From an optimization exercise on the open Yosys and OpenROAD flow, aimed at small area, a short achievable clock period and few clock cycles per item; shortcuts taken in it are not production practice. The RTL was checked by simulation tests, not by an equivalence proof against the original design. Power and IR drop assume default switching activity.

Design pipe_prefix_adder, start of the top module:
module pipe_prefix_adder #(
  parameter int WIDTH     = 68,
  parameter int REG_EVERY = 2,
  parameter int TAG_W     = 4,
  parameter int BLK       = 5,
  parameter int EB        = 4
) (
  input  logic             clk,
  input  logic             rst,
  input  logic             in_valid,
  output logic             in_ready,
  input  logic [WIDTH-1:0] a,
  input  logic [WIDTH-1:0] b,
  input  logic             cin,
  input  logic             op,
  input  logic [TAG_W-1:0] tag,
  output logic             out_valid,
  input  logic             out_ready,
  output logic [WIDTH-1:0] sum,
  output logic             cout,
  output logic             ovf,
  output logic             zero,
  output logic [TAG_W-1:0] tag_o
);
clock: 4.5 ns
lec_check: 0
abc_area: 1
cap_margin: 20
core_margin: 2
core_utilization: 40
cts_buf_list: sky130_fd_sc_hd__clkbuf_8
cts_cluster_size: 30
setup_slack_margin: 1.65
slew_margin: 20
standard.sh (not shown) runs the stock make flow with config.mk's settings and CLKGATE_MAP_FILE= SYNTH_SCRIPT=/design/flow/synth_recipe.tcl, a recipe that flattens the netlist after the stock synthesis.
==> flow/flow/run.sh <==
#!/bin/bash
# The standard layout, with two changes:
#  - synthesis skips the full/half-adder extraction (ADDER_MAP_FILE empty),
#    leaving all arithmetic to abc; it is otherwise the standard synthesis;
#  - each port gets a buf_1 as its port buffer.
set -e
export BUFFER_PORTS_ARGS="-buffer_cell sky130_fd_sc_hd__buf_1"
ADDER_MAP_FILE= bash standard.sh synth > synth.log 2>&1
bash standard.sh finish RECOVER_POWER=100 > standard.log 2>&1
The baseline ran to the end with violations: capacitance limit, slew limit.
Testbench counts at the start, summed over its fixed seeds: cycles 24,008, items 24,000.
Next try:
--- a/flow/flow/run.sh
+++ b/flow/flow/run.sh
@@ -8,2 +8,2 @@
 ADDER_MAP_FILE= bash standard.sh synth > synth.log 2>&1
-bash standard.sh finish RECOVER_POWER=100 > standard.log 2>&1
+bash standard.sh > standard.log 2>&1
--- a/flow/config.mk
+++ b/flow/config.mk
@@ -13,3 +13,3 @@
 export CTS_CLUSTER_SIZE = 30
-export SETUP_SLACK_MARGIN = 1.65
+export SETUP_SLACK_MARGIN = 1.72
 export SLEW_MARGIN = 20
With this change the flow completed without violations.
Global-route usage is unchanged.
Flip-flop and latch count is unchanged.
Core utilization grows by 0.40 points.
Final cell count is unchanged.
Register-to-register slack improved by 1.2 ns.
Final area grows by 0.86%.
Non-clock buffer count stays the same.
Via count is about the same.
Worst setup slack improved by 0.85 ns.
Routed wire length stays flat.
Next try:
--- a/flow/config.mk
+++ b/flow/config.mk
@@ -11,5 +11,4 @@
 export CORE_UTILIZATION = 40
-export CTS_BUF_LIST = sky130_fd_sc_hd__clkbuf_8
-export CTS_CLUSTER_SIZE = 30
-export SETUP_SLACK_MARGIN = 1.72
+export SETUP_SLACK_MARGIN = 2.1
 export SLEW_MARGIN = 20
+export TNS_END_PERCENT = 10
After rerunning: The new run completed with no timing, DRC or antenna violations. Final cell count rose by 2.7%. Final area rose by 15%. Combinational power rises by 20%. Maximum frequency climbs by 8.2%. Power rises by 14%. Via count increases by 5.7%. Core utilization rose by 7.1 points.
Next try:
--- a/flow/config.mk
+++ b/flow/config.mk
@@ -10,5 +10,5 @@
 export CORE_MARGIN = 2
-export CORE_UTILIZATION = 40
-export SETUP_SLACK_MARGIN = 2.1
+export CORE_UTILIZATION = 55
+export CTS_BUF_LIST = sky130_fd_sc_hd__clkbuf_8
+export SETUP_SLACK_MARGIN = 1.65
 export SLEW_MARGIN = 20
-export TNS_END_PERCENT = 10
=>
- power went down by 15%
- maximum frequency went down by 8.3%
- worst setup slack loses 0.22 ns
- sequential share of layout area went up by 3.8 points
- non-clock buffer count went down by 43
- design area went down by 14%

* * *

pipe_prefix_adder again, from the RTL that the note above started with.
clock: 4.5 ns
lec_check: 0
abc_area: 1
cap_margin: 20
core_margin: 2
core_utilization: 40
cts_buf_list: sky130_fd_sc_hd__clkbuf_4 sky130_fd_sc_hd__clkbuf_8
setup_slack_margin: 1.65
slew_margin: 20
==> flow/flow/run.sh <==
#!/bin/bash
# The standard layout, with two changes:
#  - synthesis skips the full/half-adder extraction (ADDER_MAP_FILE empty),
#    leaving all arithmetic to abc; it is otherwise the standard synthesis;
#  - each port gets a buf_1 as its port buffer.
set -e
export BUFFER_PORTS_ARGS="-buffer_cell sky130_fd_sc_hd__buf_1"
ADDER_MAP_FILE= bash standard.sh synth > synth.log 2>&1
bash standard.sh > standard.log 2>&1
Testbench counts at the start, summed over its fixed seeds: cycles 24,008, items 24,000.
Next try:
Settings changed: CTS_BUF_LIST sky130_fd_sc_hd__clkbuf_4 sky130_fd_sc_hd__clkbuf_8 to sky130_fd_sc_hd__clkbuf_8, CTS_CLUSTER_SIZE from default to 30, PLACE_DENSITY from default to 0.8.
After rerunning:
- worst setup slack loses 0.0047 ns
- design area is about the same
- power grows by 0.90%
- routed wire length grows by 2.3%
- fmax stays flat
- synthesized cell count stays the same
- flip-flop and latch count stays the same
Next try:
Settings changed: PLACE_DENSITY 0.8 to default, SETUP_SLACK_MARGIN 1.65 to 1.8.
What happened:
- wire length hardly moves
- core utilization came out higher by 0.66 points
- final cell count stays flat
- via count came out lower by 2.7%
Next try:
Settings changed: CTS_BUF_LIST sky130_fd_sc_hd__clkbuf_8 to default, CTS_CLUSTER_SIZE 30 to default, TNS_END_PERCENT from default to 10.
Result: Area after synthesis stays the same. Global-route usage increases by 0.57 points. Power rose by a little under a tenth. Design area came out higher by a few percent. Utilization came out higher by 1.7 points. Fmax barely changes. Flip-flop and latch count does not change. Clock power rises by a quarter to a third. Non-clock buffer count grows by 9. Sequential share of layout area went down by 0.92 points.

* * *

Setup of xenon:
Another version of the RTL of pipe_prefix_adder (not shown whole).
Size in the first run: about 220 I/O pins.
==> flow/design.v (excerpt) <==
module pipe_prefix_adder #(
  parameter int WIDTH     = 68,
  parameter int REG_EVERY = 2,
  parameter int TAG_W     = 4,
  parameter int BLK       = 4
) (
  input  logic             clk,
  input  logic             rst,
  input  logic             in_valid,
  output logic             in_ready,
  input  logic [WIDTH-1:0] a,
  input  logic [WIDTH-1:0] b,
  input  logic             cin,
  input  logic             op,
  input  logic [TAG_W-1:0] tag,
  output logic             out_valid,
  input  logic             out_ready,
  output logic [WIDTH-1:0] sum,
  output logic             cout,
  output logic             ovf,
  output logic             zero,
  output logic [TAG_W-1:0] tag_o
);
==> flow/config.mk <==
export PLATFORM = sky130hd
export DESIGN_NAME = pipe_prefix_adder
export DESIGN_NICKNAME = pipe_prefix_adder
export VERILOG_FILES = /design/flow/design.v
export SDC_FILE = /design/flow/constraint.sdc
export NUM_CORES = 4
export LEC_CHECK = 0
export ABC_AREA = 1
export CAP_MARGIN = 20
export CORE_MARGIN = 2
export CORE_UTILIZATION = 40
export SETUP_SLACK_MARGIN = 1.5
export SLEW_MARGIN = 20
==> flow/constraint.sdc <==
create_clock -name core_clock -period 4.5 [get_ports {clk}]
set_input_delay 0.9000 -clock core_clock [delete_from_list [all_inputs] [get_ports {clk}]]
set_output_delay 0.9000 -clock core_clock [all_outputs]
set_load 0.01 [all_outputs]
==> flow/flow/run.sh <==
#!/bin/bash
# The standard layout, with these changes to synthesis and placement:
#  - synthesis skips the full/half-adder extraction (ADDER_MAP_FILE empty)
#    and maps with the abc script in flow/abc.script; it is otherwise the
#    standard synthesis (same script, same registers and names);
#  - each port gets a buf_1 as its port buffer.
# Each step's output goes to its own log in this folder.
set -e
export BUFFER_PORTS_ARGS="-buffer_cell sky130_fd_sc_hd__buf_1"
rm -rf scripts_abc
cp -r "$FLOW_HOME/scripts" scripts_abc
cp flow/abc.script scripts_abc/abc_area.script
cp flow/abc.script scripts_abc/abc_speed.script
bash standard.sh synth ADDER_MAP_FILE= SCRIPTS_DIR="$PWD/scripts_abc" > synth.log 2>&1
bash standard.sh > standard.log 2>&1
==> flow/flow/abc.script <==
strash
&get -n
&dch -f
&nf -R 1000
&put
topo
stime -c
buffer -c
upsize -c
dnsize -c
stime -c
Per the final summary, xenon finished and its layout is clean on timing, DRC and antenna.
Testbench counts of xenon, summed over its fixed seeds: cycles 24,008, items 24,000.
Input changes introduced in quartz (baseline for comparison: xenon):
--- a/flow/flow/run.sh
+++ b/flow/flow/run.sh
@@ -5,6 +5,6 @@
 #    standard synthesis (same script, same registers and names);
-#  - each port gets a buf_1 as its port buffer.
+#  - each port gets a buf_2 as its port buffer.
 # Each step's output goes to its own log in this folder.
 set -e
-export BUFFER_PORTS_ARGS="-buffer_cell sky130_fd_sc_hd__buf_1"
+export BUFFER_PORTS_ARGS="-buffer_cell sky130_fd_sc_hd__buf_2"
 rm -rf scripts_abc
==> flow/flow/abc.script <==
strash
&get -n
&fraig -x
&put
scorr
dc2
strash
&get -n
&dch -f
&nf -D 1500
&put
topo
buffer -c
upsize -c -D 1500
dnsize -c -D 1500
==> comparison <==
Between xenon and quartz, the routed wire length is lower for quartz. quartz: done, clean on timing, DRC and antenna. | core utilization | quartz vs xenon | ≈ equal |. quartz ends up with lower global routing met2 resource utilization than xenon does. Between quartz and xenon, it is quartz whose post-synthesis to final-layout area growth is higher, by 2.0 points. quartz vs xenon: cell area after synthesis down. Highest net fanout along the worst path (higher): xenon. quartz vs xenon: data arrival time of the critical path up in quartz. quartz has met3 global-route usage above what xenon had. Area of combinational cells with multiple inputs in quartz is 270 um2 below xenon. The time the final worst path needs with I/O delays and setup in quartz sits 770 ps above the value recorded for xenon. Between xenon and quartz, the cell count went up.
What violet does differently from quartz at the input level:
--- a/flow/flow/run.sh
+++ b/flow/flow/run.sh
@@ -5,6 +5,6 @@
 #    standard synthesis (same script, same registers and names);
-#  - each port gets a buf_2 as its port buffer.
+#  - each port gets a buf_1 as its port buffer.
 # Each step's output goes to its own log in this folder.
 set -e
-export BUFFER_PORTS_ARGS="-buffer_cell sky130_fd_sc_hd__buf_2"
+export BUFFER_PORTS_ARGS="-buffer_cell sky130_fd_sc_hd__buf_1"
 rm -rf scripts_abc
==> flow/flow/abc.script <==
strash
dch
amap
topo
stime -c
buffer -c
upsize -c
dnsize -c
stime -c
==> comparison <==
- From quartz to violet the numbers moved as follows: post-layout total power shrank by 510 uW; clock-buffer cell count shrank by 2; first-pass GRT wire length up 20%; synthesized instance count grew by 287.
- For violet and quartz, there was not a single run that failed to finish clean.

[port drivers added, routing unchanged]
How much do the figures lean on ideal ports? The routed layouts below were timed once more, with nothing changed but the port constraints. Step 1, drivers: a clkbuf_16 drives clk and a buf_2 each remaining input, both assumed. Step 2 adds t to the input delays and takes it off the output delays; t is the mean of the earliest and latest rising clock arrival at the registers after step 1. Input paths then give back, and output paths get back, about the clock's delay inside the block. Slacks: ideal ports / drivers / drivers and shift; pairs: ideal ports / drivers.
| run | shift t [ns] | slack for setup (ns) | worst hold slack (ns) | latest minus earliest clock arrival (ns) | worst register clock-pin slew, ns |
|---|---|---|---|---|---|
| the first run of note 1 | 0.414 | 0.989 / 0.971 / 0.556 | 0.316 / 0.293 / 0.707 | 0.014 / 0.015 | 0.09 / 0.09 |
| the second run of note 1 | 0.414 | 1.839 / 1.797 / 1.477 | 0.316 / 0.293 / 0.707 | 0.013 / 0.014 | 0.09 / 0.09 |
| the third run of note 1 | 0.403 | 2.040 / 1.876 / 1.473 | 0.343 / 0.313 / 0.716 | 0.010 / 0.010 | 0.07 / 0.07 |
| the fourth run of note 1 | 0.405 | 1.816 / 1.735 / 1.330 | 0.316 / 0.297 / 0.703 | 0.015 / 0.015 | 0.10 / 0.10 |
| the first run of note 2 | 0.414 | 1.841 / 1.799 / 1.476 | 0.316 / 0.293 / 0.707 | 0.013 / 0.014 | 0.09 / 0.09 |
| the second run of note 2 | 0.425 | 1.837 / 1.765 / 1.339 | 0.309 / 0.292 / 0.718 | 0.022 / 0.021 | 0.11 / 0.11 |
| the third run of note 2 | 0.417 | 1.896 / 1.853 / 1.479 | 0.312 / 0.289 / 0.706 | 0.011 / 0.011 | 0.09 / 0.09 |
| the fourth run of note 2 | 0.391 | 1.892 / 1.845 / 1.507 | 0.349 / 0.321 / 0.712 | 0.008 / 0.008 | 0.07 / 0.07 |
| xenon | 0.383 | 1.024 / 1.000 / 0.617 | 0.348 / 0.329 / 0.712 | 0.006 / 0.006 | 0.07 / 0.07 |
| quartz | 0.385 | 0.257 / 0.246 / -0.139 | 0.375 / 0.355 / 0.740 | 0.009 / 0.008 | 0.07 / 0.07 |
| violet | 0.387 | 1.171 / 1.153 / 0.766 | 0.345 / 0.322 / 0.709 | 0.008 / 0.008 | 0.07 / 0.07 |
With both steps, setup timing fails in quartz, where it was met with ideal ports. For the third run of note 1, which loses most, drivers alone change the setup slack by -0.164 ns; drivers and shift together by -0.567 ns.
